Background: an optimization exercise with open tools, aiming at small area. Do not read the settings as production practice.
Function was checked by simulation only, so behaviour that the tests miss may differ from the original.

==> flow/run.sh <==
#!/bin/bash
# synth_recipe.tcl (not shown) runs the flow's synth.tcl, then flattens the netlist and writes it again
# the make line also repeats each setting of config.mk as NAME=value (left out here)
make -C /OpenROAD-flow-scripts/flow DESIGN_CONFIG=/design/flow/config.mk WORK_HOME=/design/flow/orfs CLKGATE_MAP_FILE= SYNTH_SCRIPT=/design/flow/synth_recipe.tcl finish
==> flow/config.mk <==
export PLATFORM = sky130hd
export DESIGN_NAME = rv_decode_top
export DESIGN_NICKNAME = rv_decode_top
export VERILOG_FILES = /design/flow/design.v
export SDC_FILE = /design/flow/constraint.sdc
export NUM_CORES = 4
export LEC_CHECK = 0
export CAP_MARGIN = 20
export CORE_MARGIN = 2
export CORE_UTILIZATION = 40
export SLEW_MARGIN = 20
==> flow/constraint.sdc <==
create_clock -name core_clock -period 5.0 [get_ports {clk}]
set_input_delay 1.0000 -clock core_clock [delete_from_list [all_inputs] [get_ports {clk}]]
set_output_delay 1.0000 -clock core_clock [all_outputs]
set_load 0.01 [all_outputs]
==> flow/design.v <==
package rv_decode_pkg;
	typedef logic [32-1:0] word_t;
	typedef logic [$clog2(32)-1:0] reg_idx_t;
	typedef logic [9:0] mod_t;  
	typedef struct packed {
		logic lui;
		logic auipc;
		logic jal;
		logic jalr;
		logic branch;
		logic load;
		logic store;
		logic arlog_imm;
		logic arlog;
		logic misc_mem;
		logic system;
	} inst_class_t;
	typedef struct packed {
		word_t pc;
		word_t inst;
	} fetch_pkt_t;
	typedef struct packed {
		word_t       pc;
		inst_class_t cls;
		logic        illegal;
		reg_idx_t    rd;
		reg_idx_t    rs1;
		reg_idx_t    rs2;
		mod_t        mod;
		word_t       imm;
	} decode_pkt_t;
	typedef struct packed {
		word_t       pc;
		inst_class_t cls;
		logic        illegal;
		reg_idx_t    rd;
		mod_t        mod;
		word_t       op_a;
		word_t       op_b;
		word_t       store_data;
	} issue_pkt_t;
endpackage
`timescale 1ns/1ps
module inst_fetch_reg
(
	input  logic       clk,
	input  logic       rst,
	input  logic       in_valid,
	input  rv_decode_pkg::fetch_pkt_t in_pkt,
	output logic       f_valid,
	output rv_decode_pkg::fetch_pkt_t f_pkt
);
	always_ff @(posedge clk) begin
		if (rst) begin
			f_valid <= 1'b0;
		end else begin
			f_valid <= in_valid;
		end
	end
	always_ff @(posedge clk) begin
		if (in_valid) begin
			f_pkt <= in_pkt;
		end
	end
endmodule
`timescale 1ns/1ps
module inst_decoder
(
	input  logic        clk,
	input  logic        rst,
	input  logic        f_valid,
	input  rv_decode_pkg::fetch_pkt_t  f_pkt,
	output logic        d_valid,
	output rv_decode_pkg::decode_pkt_t d_pkt
);
	rv_decode_pkg::word_t       ir;
	logic [6:0]  opcode;
	logic [2:0]  funct3;
	logic [6:0]  funct7;
	logic [11:0] imm_i;
	logic [31:12] imm_u;
	logic [11:0] imm_s;
	logic [12:1] imm_b;
	logic [20:1] imm_j;
	rv_decode_pkg::inst_class_t cls;
	rv_decode_pkg::mod_t        mod;
	rv_decode_pkg::word_t       imm;
	assign ir     = f_pkt.inst;
	assign opcode = ir[6:0];
	assign funct3 = ir[14:12];
	assign funct7 = ir[31:25];
	assign imm_i = ir[31:20];
	assign imm_u = ir[31:12];
	assign imm_s = {ir[31:25], ir[11:7]};
	assign imm_b = {ir[31], ir[7], ir[30:25], ir[11:8]};
	assign imm_j = {ir[31], ir[19:12], ir[20], ir[30:21]};
	always_comb begin
		cls = '0;
		case (opcode)
			7'b0110111:       cls.lui       = 1'b1;
			7'b0010111:     cls.auipc     = 1'b1;
			7'b1101111:       cls.jal       = 1'b1;
			7'b1100111:      cls.jalr      = 1'b1;
			7'b1100011:    cls.branch    = 1'b1;
			7'b0000011:      cls.load      = 1'b1;
			7'b0100011:     cls.store     = 1'b1;
			7'b0010011: cls.arlog_imm = 1'b1;
			7'b0110011:     cls.arlog     = 1'b1;
			7'b0001111:  cls.misc_mem  = 1'b1;
			7'b1110011:    cls.system    = 1'b1;
			default:        cls           = '0;  
		endcase
	end
	always_comb begin
		mod      = '0;
		mod[2:0] = funct3;
		if (cls.arlog) begin
			mod[9:3] = funct7;
		end else if (cls.arlog_imm && (funct3 == 3'b001 || funct3 == 3'b101)) begin
			mod[9:3] = funct7;  
		end
	end
	always_comb begin
		imm = '0;
		if (cls.lui || cls.auipc) begin
			imm = {imm_u, 12'b0};
		end else if (cls.jal) begin
			imm = {{11{imm_j[20]}}, imm_j, 1'b0};
		end else if (cls.jalr || cls.load || cls.arlog_imm) begin
			imm = {{20{imm_i[11]}}, imm_i};
		end else if (cls.branch) begin
			imm = {{19{imm_b[12]}}, imm_b, 1'b0};
		end else if (cls.store) begin
			imm = {{20{imm_s[11]}}, imm_s};
		end
	end
	always_ff @(posedge clk) begin
		if (rst) begin
			d_valid <= 1'b0;
		end else begin
			d_valid <= f_valid;
		end
	end
	always_ff @(posedge clk) begin
		if (f_valid) begin
			d_pkt.pc      <= f_pkt.pc;
			d_pkt.cls     <= cls;
			d_pkt.illegal <= ~|cls;  
			d_pkt.rd      <= ir[11:7];
			d_pkt.rs1     <= ir[19:15];
			d_pkt.rs2     <= ir[24:20];
			d_pkt.mod     <= mod;
			d_pkt.imm     <= imm;
		end
	end
endmodule
`timescale 1ns/1ps
module reg_file
(
	input  logic     clk,
	input  logic     rst,
	input  rv_decode_pkg::reg_idx_t rs1,
	input  rv_decode_pkg::reg_idx_t rs2,
	output rv_decode_pkg::word_t    rdata1,
	output rv_decode_pkg::word_t    rdata2,
	input  logic     wb_en,
	input  rv_decode_pkg::reg_idx_t wb_rd,
	input  rv_decode_pkg::word_t    wb_data
);
	rv_decode_pkg::word_t regs [1:32-1];
	always_comb begin
		if (rs1 == '0) begin
			rdata1 = '0;
		end else if (wb_en && wb_rd == rs1) begin
			rdata1 = wb_data;  
		end else begin
			rdata1 = regs[rs1];
		end
	end
	always_comb begin
		if (rs2 == '0) begin
			rdata2 = '0;
		end else if (wb_en && wb_rd == rs2) begin
			rdata2 = wb_data;  
		end else begin
			rdata2 = regs[rs2];
		end
	end
	always_ff @(posedge clk) begin
		if (rst) begin
			for (int i = 1; i < 32; i++) begin
				regs[i] <= '0;
			end
		end else if (wb_en && wb_rd != '0) begin
			regs[wb_rd] <= wb_data;
		end
	end
endmodule
`timescale 1ns/1ps
module operand_stage
(
	input  logic        clk,
	input  logic        rst,
	input  logic        d_valid,
	input  rv_decode_pkg::decode_pkt_t d_pkt,
	output rv_decode_pkg::reg_idx_t    rs1,
	output rv_decode_pkg::reg_idx_t    rs2,
	input  rv_decode_pkg::word_t       rdata1,
	input  rv_decode_pkg::word_t       rdata2,
	output logic        out_valid,
	output rv_decode_pkg::issue_pkt_t  out_pkt
);
	rv_decode_pkg::word_t op_a;
	rv_decode_pkg::word_t op_b;
	logic  use_imm;
	assign rs1 = d_pkt.rs1;
	assign rs2 = d_pkt.rs2;
	always_comb begin
		if (d_pkt.cls.auipc || d_pkt.cls.jal) begin
			op_a = d_pkt.pc;
		end else if (d_pkt.cls.lui) begin
			op_a = '0;
		end else begin
			op_a = rdata1;
		end
	end
	assign use_imm = d_pkt.cls.lui | d_pkt.cls.auipc | d_pkt.cls.jal
		| d_pkt.cls.jalr | d_pkt.cls.load | d_pkt.cls.store
		| d_pkt.cls.arlog_imm;
	assign op_b = use_imm ? d_pkt.imm : rdata2;
	always_ff @(posedge clk) begin
		if (rst) begin
			out_valid <= 1'b0;
		end else begin
			out_valid <= d_valid;
		end
	end
	always_ff @(posedge clk) begin
		if (d_valid) begin
			out_pkt.pc         <= d_pkt.pc;
			out_pkt.cls        <= d_pkt.cls;
			out_pkt.illegal    <= d_pkt.illegal;
			out_pkt.rd         <= d_pkt.rd;
			out_pkt.mod        <= d_pkt.mod;
			out_pkt.op_a       <= op_a;
			out_pkt.op_b       <= op_b;
			out_pkt.store_data <= rdata2;
		end
	end
endmodule
`timescale 1ns/1ps
module decode_pipe
(
	input  logic       clk,
	input  logic       rst,
	input  logic       in_valid,
	input  rv_decode_pkg::fetch_pkt_t in_pkt,
	input  logic       wb_en,
	input  rv_decode_pkg::reg_idx_t   wb_rd,
	input  rv_decode_pkg::word_t      wb_data,
	output logic       out_valid,
	output rv_decode_pkg::issue_pkt_t out_pkt
);
	logic        f_valid;
	rv_decode_pkg::fetch_pkt_t  f_pkt;
	logic        d_valid;
	rv_decode_pkg::decode_pkt_t d_pkt;
	rv_decode_pkg::reg_idx_t    rs1;
	rv_decode_pkg::reg_idx_t    rs2;
	rv_decode_pkg::word_t       rdata1;
	rv_decode_pkg::word_t       rdata2;
	inst_fetch_reg u_fetch_reg (
		.clk      (clk),
		.rst      (rst),
		.in_valid (in_valid),
		.in_pkt   (in_pkt),
		.f_valid  (f_valid),
		.f_pkt    (f_pkt)
	);
	inst_decoder u_decoder (
		.clk     (clk),
		.rst     (rst),
		.f_valid (f_valid),
		.f_pkt   (f_pkt),
		.d_valid (d_valid),
		.d_pkt   (d_pkt)
	);
	reg_file u_reg_file (
		.clk     (clk),
		.rst     (rst),
		.rs1     (rs1),
		.rs2     (rs2),
		.rdata1  (rdata1),
		.rdata2  (rdata2),
		.wb_en   (wb_en),
		.wb_rd   (wb_rd),
		.wb_data (wb_data)
	);
	operand_stage u_operand (
		.clk       (clk),
		.rst       (rst),
		.d_valid   (d_valid),
		.d_pkt     (d_pkt),
		.rs1       (rs1),
		.rs2       (rs2),
		.rdata1    (rdata1),
		.rdata2    (rdata2),
		.out_valid (out_valid),
		.out_pkt   (out_pkt)
	);
endmodule
`timescale 1ns/1ps
module rv_decode_top
(
	input  logic        clk,
	input  logic        rst,
	input  logic        in_valid,
	input  logic [31:0] in_pc,
	input  logic [31:0] in_inst,
	input  logic        wb_en,
	input  logic [4:0]  wb_rd,
	input  logic [31:0] wb_data,
	output logic        out_valid,
	output logic [31:0] out_pc,
	output logic [10:0] out_cls,
	output logic        out_illegal,
	output logic [4:0]  out_rd,
	output logic [9:0]  out_mod,
	output logic [31:0] out_op_a,
	output logic [31:0] out_op_b,
	output logic [31:0] out_store_data
);
	rv_decode_pkg::fetch_pkt_t in_pkt;
	rv_decode_pkg::issue_pkt_t out_pkt;
	assign in_pkt.pc   = in_pc;
	assign in_pkt.inst = in_inst;
	decode_pipe u_decode_pipe (
		.clk       (clk),
		.rst       (rst),
		.in_valid  (in_valid),
		.in_pkt    (in_pkt),
		.wb_en     (wb_en),
		.wb_rd     (wb_rd),
		.wb_data   (wb_data),
		.out_valid (out_valid),
		.out_pkt   (out_pkt)
	);
	assign out_pc         = out_pkt.pc;
	assign out_cls        = out_pkt.cls;
	assign out_illegal    = out_pkt.illegal;
	assign out_rd         = out_pkt.rd;
	assign out_mod        = out_pkt.mod;
	assign out_op_a       = out_pkt.op_a;
	assign out_op_b       = out_pkt.op_b;
	assign out_store_data = out_pkt.store_data;
endmodule
==> results.sh <==
export IMPL_cts_hold_buffers_added=0
export IMPL_timing_worst_slew_pin_value_ps=1260
export IMPL_synth_warning_count=4
export IMPL_first_global_vias=45400
export IMPL_chipHeight_um=410
export IMPL_seq_area_frac_synth=0.616
export IMPL_crit_chain="buf_4 > nor4_4 > buf_4 > a22oi_1 > nand4_1 > o32ai_2 > mux2_2"
export IMPL_hold_path_class="register to register"
export IMPL_design_portCount=261
export IMPL_max_clock_path_buffers=3
export IMPL_drive_above_1_share=0.196
export IMPL_hold_viol_final=0
export IMPL_postLayoutSetupSlackWorst_ps=1290
export IMPL_design_core_area_sq_um=163000
export IMPL_worst_path_max_fanout=34
export IMPL_slowest_stage="sky130_fd_sc_hd__dfxtp_4"
export IMPL_io_buffer_count=260
export IMPL_cts_tree="yes"
export IMPL_seqPwrFrac=0.468
export IMPL_whs_ps=392
export IMPL_finalWirelength_mm=256
export IMPL_clk_transition_reported_paths_ps=60
export IMPL_synth_cell_type_count=72
export IMPL_power_density_over_cell_area_nw_per_um2=383
export IMPL_synth_top_cells_by_count="sky130_fd_sc_hd__edfxtp_1 (1344), sky130_fd_sc_hd__nor3_1 (997), sky130_fd_sc_hd__mux2i_1 (377)"
export IMPL_outcome="complete, no violations"
export IMPL_worst_setup_path_type="register to register"
export IMPL_pre_cts_ws_ps=1010
export IMPL_ctsResizeCount=0
export IMPL_wl_per_cell_um=37.3
export IMPL_floorplan_rows=148
export IMPL_power_share_clock=0.388
export IMPL_cts_buffers=152
export IMPL_logic_pwr_share=0.144
export IMPL_timing_max_cap_violations=0
export IMPL_placed_cells=6593
export IMPL_netlist_area_sq_um=65900
export IMPL_synth_area_per_cell_sq_um=14.7
export IMPL_total_power_mw=29.2
export IMPL_setup_worst_path_start_class="register"
export IMPL_fin_nets=4679
export IMPL_detail_route_iter0_violations=7011
export IMPL_gr_total_overflow=0
export IMPL_relSlewSlack=0.162
export IMPL_fp_dieW_um=410
export IMPL_report_final_setup_viol=0
export IMPL_synth_ff_latch_count=1357
export IMPL_layout_cells_non_filler=6873
export IMPL_p_leak_nw=24.3
export IMPL_first_pass_iters=6
export IMPL_ant_nets=0
export IMPL_period_share=0.743
export IMPL_clock_tree_root="sky130_fd_sc_hd__clkbuf_16"
export IMPL_path_delay_family="buffers and inverters"
export IMPL_die_area_sq_um=168000
export IMPL_htree_levels=4
export IMPL_clk_latency_ps=820
export IMPL_rsz_0062_raised_after_global_routing="false"
export IMPL_detailed_place_hpwl_mm=157
export IMPL_critical_path_required_ps=5680
export IMPL_synth_edff_count=1344
export IMPL_initial_antenna_violation_count=14
export IMPL_gr_usage_all_layers=0.300
export IMPL_route_detailed_drc=0
export IMPL_layout_min_cycle_time_ps=3710
export IMPL_library_cell_appearing_most_often_on_the_critical_path="sky130_fd_sc_hd__buf_4"
export IMPL_critical_path_n_buffers_inverters=2
export IMPL_most_used_flip_flop_cell_after_synthesis="sky130_fd_sc_hd__edfxtp_1"
export IMPL_synth_top_cell_area_share=0.612
export IMPL_vias=46500
export IMPL_skew_ps=44.0
export IMPL_power_ir_vdd_worst_mv=0.300
export IMPL_netSwitchingPower_mw=7.96
export IMPL_grt_max_degree=171
export IMPL_via_per_inst=6.76
export IMPL_p_int_mw=21.3
export IMPL_p_sw_frac=0.273
export IMPL_routabilityCongestion=0.904
export IMPL_cts_repair_timing_setup_buffer_count=0
export IMPL_floorplan_initialDensity=0.404
export IMPL_synth_top_cells_by_area="sky130_fd_sc_hd__edfxtp_1 (61%), sky130_fd_sc_hd__mux4_2 (12%), sky130_fd_sc_hd__nor3_1 (7.6%), sky130_fd_sc_hd__mux2i_1 (5.7%), sky130_fd_sc_hd__clkbuf_1 (2.0%)"
export IMPL_worstPathArrival_ps=4390
export IMPL_clock_sinks=1357
export IMPL_worst_setup_path_end_kind="register"
export IMPL_synthDominantAreaCellType="sky130_fd_sc_hd__edfxtp_1"
export IMPL_area_growth_syn_to_layout_pct=15.7
export IMPL_setup_total_negative_slack_ps=0
export IMPL_synth_most_common_cell="sky130_fd_sc_hd__edfxtp_1"
export IMPL_timing_critical_path_slowest_cell_delay_ps=880
export IMPL_netlist_instances=4474
export IMPL_wire_length_of_the_first_global_routing_pass_mm=354
export IMPL_max_clock_freq_mhz=269
export IMPL_synthArstFlopShare=0
export IMPL_slew_viol_final=0
[metrics by stage]
stage	util	cell area [sq um]
CTS	0.467	76200
global route	0.467	76200
floorplan	-	66000
finish	0.467	76300
detailed placement	0.437	71300
global placement	0.437	71300
[worst register-to-register path, stage by stage (launching register included)]
cell,delay [ps]
sky130_fd_sc_hd__dfxtp_4,880
sky130_fd_sc_hd__buf_4,610
sky130_fd_sc_hd__nor4_4,110
sky130_fd_sc_hd__buf_4,370
sky130_fd_sc_hd__a22oi_1,300
sky130_fd_sc_hd__nand4_1,610
sky130_fd_sc_hd__o32ai_2,490
sky130_fd_sc_hd__mux2_2,210
[cells by family (layout without fill, tap and decap cells)]
family / count (synthesis) / in the layout / share of synthesized area
buf+inv: 587 / 774 / 0.0412
simple gates: 1236 / 1236 / 0.0972
compound gates: 516 / 516 / 0.0613
xor+xnor: 10 / 10 / 0.00133
flops: 1357 / 1357 / 0.616
mux: 767 / 767 / 0.183
other cells: 1 / 38 / 0.0000569
[path summary, 6_finish.rpt]
check / from / end / slack [ps] / cells after the start
max reg2reg: register / u_decode_pipe.u_operand.out_pkt[47]$_DFFE_PP_ / 1290 / 7
min reg2reg: u_decode_pipe.u_fetch_reg.f_pkt[34]$_DFFE_PP_ / u_decode_pipe.u_decoder.d_pkt[71]$_DFFE_PP_ / 390 / 0
min: u_decode_pipe.u_fetch_reg.f_pkt[34]$_DFFE_PP_ / u_decode_pipe.u_decoder.d_pkt[71]$_DFFE_PP_ / 390 / 0
max: register / u_decode_pipe.u_operand.out_pkt[47]$_DFFE_PP_ / 1290 / 7
[registers in the layout, indices dropped and copies added, names as in the netlist, named ones only]
signal and cells:
u_decode_pipe.u_reg_file.regs 1024, u_decode_pipe.u_fetch_reg.f_valid 1, u_decode_pipe.u_fetch_reg.f_pkt 64, u_decode_pipe.u_operand.out_valid 1, u_decode_pipe.u_decoder.d_pkt 101, u_decode_pipe.u_decoder.d_valid 1, u_decode_pipe.u_operand.out_pkt 155
[routing by layer]
layer,share of wire,global-route usage,vias up
met4,0.068,0.190,10
met5,0.00038,0,-
met1,0.36,0.385,24000
met3,0.12,0.0700,684
met2,0.46,0.458,3454
li1,-,-,18300
[power by group through the flow]
stage	Combinational [mW]	Sequential, mW	Clock [mW]
6_report	4.21	13.7	11.3
5_1_grt	4.28	13.7	11.9
4_1_cts	4.11	13.7	11.4
3_5_place_dp	4.10	13.9	0
3_3_place_gp	4.08	13.9	0
2_1_floorplan	2.49	13.7	0
[placed cells by master, fill, tap and decap left out, types with 30 or more instances in the layout]
cell type,synthesis,routed
sky130_fd_sc_hd__edfxtp_1,1344,1344
sky130_fd_sc_hd__nor3_1,997,997
sky130_fd_sc_hd__mux2i_1,377,377
sky130_fd_sc_hd__mux4_2,343,343
sky130_fd_sc_hd__clkdlybuf4s50_1,0,259
sky130_fd_sc_hd__buf_4,29,167
sky130_fd_sc_hd__a22oi_1,162,162
sky130_fd_sc_hd__clkbuf_16,0,157
sky130_fd_sc_hd__o22ai_1,104,104
sky130_fd_sc_hd__mux2_2,47,47
sky130_fd_sc_hd__nand2_1,47,42
sky130_fd_sc_hd__a221oi_1,38,38
sky130_fd_sc_hd__buf_12,2,37
sky130_fd_sc_hd__inv_1,36,35
sky130_fd_sc_hd__nand4_1,34,34
sky130_fd_sc_hd__o21bai_4,0,32
sky130_fd_sc_hd__conb_1,1,32
sky130_fd_sc_hd__o32ai_2,31,31
sky130_fd_sc_hd__or2_1,30,30
sky130_fd_sc_hd__clkbuf_1,355,30
[area by class of cell]
| type | instances | area [sq um] |
|---|---|---|
| fill | 14100 | 86900 |
| sequential | 1357 | 40700 |
| multi-input combinational | 2561 | 23200 |
| timing repair buffer | 465 | 4610 |
| clock buffer | 189 | 4070 |
| tap | 2175 | 2720 |
| clock inverter | 83 | 871 |
| inverter | 37 | 139 |
| antenna | 6 | 15.0 |

## re-timing with driven ports
In the flow no input, the clock included, has a driving cell. The finished layout below was timed again as built, in two steps. Step 1 sets driving cells, clkbuf_16 on the clock port and buf_2 on the other inputs (assumed; they add their load-dependent delay and slew). Step 2 also shifts input and output timing later by t, the mid clock arrival at the registers, as if the neighbouring blocks saw the same clock. Slacks: ideal ports / drivers / drivers and shift; pairs: ideal ports / drivers.
t (ns): 0.883
setup slack, ns: 1.286 / 1.286 / 0.875
clock arrival spread, ns: 0.047 / 0.047
worst data-port slew with drivers (ns): 0.15
After both steps setup and hold are still met in this run. For this run, drivers alone change the setup slack by 0.000 ns; drivers and shift together by -0.411 ns.
